Source: an optimization exercise on an open RTL-to-GDS flow (aim: small area, a short achievable clock period and few clock cycles per item). Production flows keep margins and buffers that such runs may drop.
In this exercise RTL edits were held to simulation tests only and were not proved equivalent to the original.
Power and IR drop assume default switching activity.

==> flow/design.v, too long to show whole: its modules and the start of the top module <==
// module nlc_param_bank: 117 lines
// module nlc_seq_fsm: 30 lines
// module nlc_step_counter: 19 lines
// module nlc_mac_pipe: 1644 lines
// module nlc_operand_store: 59 lines
// module nlc_top: 114 lines
module nlc_top (
	input  wire                                          clk,
	input  wire                                          reset,
	input  wire                                          wb_cyc_i,
	input  wire                                          wb_stb_i,
	input  wire                                          wb_we_i,
	input  wire [nlc_pkg::ADR_W-1:0]                     wb_adr_i,
	input  wire [nlc_pkg::WORD_W-1:0]                    wb_dat_i,
	output wire [nlc_pkg::WORD_W-1:0]                    wb_dat_o,
	output wire                                          wb_ack_o,
	input  wire                                          start_i,
	input  wire [nlc_pkg::NUM_CH*nlc_pkg::ADC_W-1:0]     x_adc_i,
	output wire                                          busy_o,
	output wire                                          done_o,
	output wire [nlc_pkg::NUM_CH*nlc_pkg::ADC_W-1:0]     x_lin_o
);
  // ...
==> flow/flow/run.sh <==
#!/bin/bash
set -euo pipefail
SETUP_MARGIN=6.5
bash standard.sh SETUP_SLACK_MARGIN=$SETUP_MARGIN finish > standard_make.log 2>&1
==> flow/standard.sh <==
#!/bin/bash
# synth_recipe.tcl (not shown) runs the flow's synth.tcl, then flattens the netlist and writes it again
# the make line also repeats each setting of config.mk as NAME=value (left out here)
make -C /OpenROAD-flow-scripts/flow DESIGN_CONFIG=/design/flow/config.mk WORK_HOME=/design/flow/orfs CLKGATE_MAP_FILE= SYNTH_SCRIPT=/design/flow/synth_recipe.tcl "${@:-finish}"
==> flow/config.mk <==
export PLATFORM = sky130hd
export DESIGN_NAME = nlc_top
export DESIGN_NICKNAME = nlc_top
export VERILOG_FILES = /design/flow/design.v
export SDC_FILE = /design/flow/constraint.sdc
export NUM_CORES = 8
export LEC_CHECK = 0
export CAP_MARGIN = 20
export CORE_MARGIN = 2
export CORE_UTILIZATION = 55
export PLACE_DENSITY = 0.65
export SLEW_MARGIN = 20
==> flow/constraint.sdc <==
create_clock -name core_clock -period 10.0 [get_ports {clk}]
set_input_delay 2.0000 -clock core_clock [delete_from_list [all_inputs] [get_ports {clk}]]
set_output_delay 2.0000 -clock core_clock [all_outputs]
set_load 0.01 [all_outputs]
==> flow_summary.ini, run 1 <==
[timing]
finalCritPeriodShare_pct = 39.33

[die]
die_w_um = 835.6

[cts]
cts_resized = 5543
clock_latency_ps = 1210

[layout]
final_cell_mix = 4264 x edfxtp_1, 3060 x inv_1, 2825 x a22oi_1
buffer_area_share_pct = 9.214
signal_buffers = 3039
multi_input_area_sq_mm = 0.1897
largest_reg_flops = 3584
final_area_sq_mm = 0.4597
fin_cells = 42470

[hold_path]
hold_path.class = reg -> reg

[synth]
async_flop_share_pct = 0
yosysSeqAreaShare_pct = 46.69

[power]
p_sw_uw = 51620
power.leakage_uw = 0.1790
powerDensity_mw_per_mm2 = 286.5
sw_frac_of_total_pct = 39.20

[placed_design]
dp_hpwl_um = 836500
dp.cells = 39250

[critical_path]
r2r-start = g_unit[4].mac_pipe_i.cs_q[11]$_DFF_P_
cp.depth = 15
cp_cell_sequence = inv_1 -> fa_1 -> inv_2 -> ha_4 -> o21a_1 -> o2111ai_2 -> or4_4 -> a21oi_4 -> a2111oi_4 -> buf_4 -> o31ai_4 -> a31oi_4 -> o211ai_4 -> a41oi_4 -> xnor2_1
r2r_end = g_unit[4].mac_pipe_i.r[31]$_DFF_P_
worstPathArrival_ps = 4970

[drt]
dr.first_iter.drc_count = 47120

[outcome]
status = complete, no violations
Testbench counts, summed over its fixed seeds: cycles 2,704, conversions 192.
==> inputs of run 2 (changes only) <==
==> flow/run.sh (new file) <==
#!/bin/bash
# synth_recipe.tcl (not shown) runs the flow's synth.tcl, then flattens the netlist and writes it again
# the make line also repeats each setting of config.mk as NAME=value (left out here)
make -C /OpenROAD-flow-scripts/flow DESIGN_CONFIG=/design/flow/config.mk WORK_HOME=/design/flow/orfs CLKGATE_MAP_FILE= SYNTH_SCRIPT=/design/flow/synth_recipe.tcl finish
--- a/flow/config.mk
+++ b/flow/config.mk
@@ -10,3 +10,4 @@
 export CORE_UTILIZATION = 55
 export PLACE_DENSITY = 0.65
+export SETUP_SLACK_MARGIN = 5
 export SLEW_MARGIN = 20
removed: flow/flow/run.sh
removed: flow/standard.sh
==> flow_summary.ini, run 2 <==
[synth]
synth_area_leaders = edfxtp_1 34%, fa_1 17%, dfxtp_1 13%, a22oi_1 6.9%, xnor2_1 6.4%
syn_nets = 35690
yosys_warnings = 6
synth_top_area_share_pct = 33.66
yosysSeqAreaShare_pct = 46.69
synth_common_cells = 4264 x edfxtp_1, 3521 x a22oi_1, 3500 x inv_1, 3136 x fa_1, 2792 x xnor2_1
netlist_area_sq_mm = 0.3804
syn_area_per_cell_sq_um = 12.08
async_flop_share_pct = 0
yosysUniqueCellTypes = 99
synth-edff-count = 4264
ys_seq_elements = 6740
synth_most_common_cell = edfxtp_1
syn_inst = 31490
ys.flop_type = edfxtp_1
yosysTopAreaCell = edfxtp_1

[timing]
finalHoldViolations = 0
setup_viol = 0
fmax_ghz = 0.1967
finalCritPeriodShare_pct = 50.83
slew_headroom_pct = -2.367
period_minus_slack_ps = 5083
rsz0062_at_grt = yes
slew_violations = 16
tightest_slew_ps = 1530
fin_skew_ps = 65.26
tns_ps = 0

[placed_design]
dp.cells = 39250
gp_congestion = 0.9613
dp_hpwl_um = 836500
place_area_sq_mm = 0.3935
port_buffers = 671

[layout]
final_area_sq_mm = 0.4179
final_common_cell = edfxtp_1
layout.nets = 34950
largest_reg_flops = 3584
syn2layout_area_growth_pct = 9.866
reg_top3 = param_bank_i.g_ring.ring_q (3584), g_unit.mac_pipe_i.cs_q (1120), param_bank_i.c5_q (512)
final_cell_mix = 4264 x edfxtp_1, 3521 x a22oi_1, 3498 x inv_1
post-route-util_pct = 60.60
top_register = param_bank_i.g_ring.ring_q
fin_cells = 40880
drive_above_1_share_pct = 8.946

[critical_path]
end_kind = flip-flop
r2r_end = g_unit[0].mac_pipe_i.cs_q[114]$_DFF_P_
crit_path_start_kind = primary input
cp_num_buf_inv = 3
r2r-start = g_unit[0].operand_store_i.m0_q[39]$_DFF_P_
cp-startpoint = start_i
cp_cell_sequence = clkdlybuf4s50_1 -> nor3b_2 -> buf_4 -> buf_12 -> mux2i_1 -> o22ai_1 -> a221oi_1 -> nor3_1 -> a21oi_1 -> o21ai_0
critPathTopFamily = buffers and inverters
rrSetupSlack_ps = 5070
setup.worst_path.class = in -> reg
crit_required_ps = 10980
worstPathArrival_ps = 6060
critPathSlowestCell = mux2i_1
crit_fanout = 78
reg2regPathDepth = 9
slowest_delay_ps = 910

[cts]
clockRootBuffer = clkbuf_16
cts_sinks = 6740
hold_buffers = 0
clock_path_buffers = 4
cts.reportedPaths.clkPinSlew_ps = 70
clock_latency_ps = 1160
cts_setup_buffers = 0
numCtsBuffers = 696
htreeDepth = 6
cts_tree = done

[die]
die_w_um = 835.6
coreArea_sq_mm = 0.6896
die_area_sq_mm = 0.6983
start_util_pct = 55.16
die_h_um = 835.6
rows = 305
io_pins = 752

[drt]
ant_nets = 0
dr.pass1.iters = 9
viasPerCell = 6.351
drc = 0
num_vias = 259600
wl_per_cell_um = 31.73
dr.first_iter.drc_count = 40490
drt-total-wl_um = 1297000

[global_routing]
antenna_found_initial = 229
grt_overflow = 0
grt_pass1_wl_um = 1832000
grt_use_total_pct = 36.28
grt_max_degree = 209
grt_pass1_vias = 255800

[outcome]
status = finished with violations
so.violations = max-capacitance violations, max-slew violations

[hold_path]
hold_path.class = reg -> reg
min_from = g_unit[5].mac_pipe_i.r[22]$_DFF_P_
hold_path_depth = 0
worstHoldEndpoint = g_unit[5].ya_q[6]$_DFF_P_

[power]
power_uw = 114800
power.leakage_uw = 0.1624
powerDensity_mw_per_mm2 = 274.7
ir_drop_mv = 0.2964

[flow_run]
maxCapViolCount = 1
## run 2: final cells by class
class,count,area [sq um]
Inverter,3518,13210
Antenna cell,328,820.8
Timing Repair Buffer,1459,13220
Clock buffer,901,18750
Multi-Input combinational cell,18330,178200
Tap cell,9210,11520
Clock inverter,395,4394
Fill cell,54270,271700
Sequential cell,6740,177800
## run 2: kinds of logic (layout without fill, tap and decap cells)
| kind of cell | after synthesis | in the layout | synth area share, % |
|---|---|---|---|
| DFF | 6740 | 6740 | 46.69 |
| buffers and inverters | 6418 | 6273 | 6.561 |
| AOI/OAI and AO/OA | 5940 | 5940 | 10.91 |
| xor gates and xnor gates | 4556 | 4556 | 10.49 |
| adders and majority gates | 3820 | 3820 | 18.75 |
| and+or+nand+nor | 3150 | 3150 | 3.427 |
| muxes | 865 | 865 | 3.161 |
| other | 0 | 328 | 0 |
## run 2: per-layer routing
metal	share of wire [%]	global-route usage, %	up-vias
li1	-	-	105500
met1	37	49.42	129400
met2	40	49.53	20370
met3	16	14.28	4318
met4	6.6	20.30	62
met5	0.030	0	-
## run 2: worst max-delay path by stage
stage                                                              end  slack [ps]  cells past startpoint
after floorplan             param_bank_i.g_ring[0].ring_q[0]$_DFFE_PN_      -46110                      4
after global placement      g_unit[6].operand_store_i.m0_q[26]$_DFF_P_        3840                     10
after detailed placement  param_bank_i.g_ring[7].ring_q[118]$_DFFE_PN_        3680                     10
after CTS                  param_bank_i.g_ring[0].ring_q[93]$_DFFE_PN_        5010                     10
after global routing       param_bank_i.g_ring[0].ring_q[19]$_DFFE_PN_        4970                     10
final                       g_unit[7].operand_store_i.m0_q[26]$_DFF_P_        4920                     10
## run 2: stage by stage
stage               hold WS, ps  worst slack [ps]
finish                    354.3              4917
CTS                       345.6              5006
detailed placement        356.8              3680
global route              357.9              4973
floorplan                 329.0            -46110
global placement          358.1              3838
## run 2: where the power goes
part | total (uW) | leakage [uW] | switching (uW) | internal (uW)
Sequential | 50800 | 0.0651 | 7750 | 43100
Clock | 26400 | 0.0112 | 11600 | 14900
Combinational | 37600 | 0.0861 | 24700 | 12900
## run 2: timing repair
action / CTS / global route
setup endpoints to repair: 782 / 742
gates cloned: 3 / 0
gates resized for setup: 19 / 17

## separate check: timing with driven ports
The flow's constraints put no driver on any port. The routed layouts listed below were extracted and timed again, unchanged, in two steps. Step 1 assumes that a clkbuf_16 drives the clock port and a buf_2 every other input. Step 2 times the ports against the registers' clock, not the clock port: input delays grow and output delays shrink by t, the midpoint of the rising clock arrivals with the driver on. a / b / c = no drivers / after step 1 / after step 2; a / b = the first two.
run	t, ns	setup slack, ns	slew at the worst register clock pin (ns)	worst slew at a driven data input, ns	cell pins on the clock port's net
run 1	1.311	6.067 / 5.934 / 5.176	0.08 / 0.08	0.31	1
run 2	1.275	4.917 / 4.835 / 3.748	0.07 / 0.07	0.31	1
For run 2, which loses most, drivers alone change the setup slack by -0.082 ns; drivers and shift together by -1.169 ns.
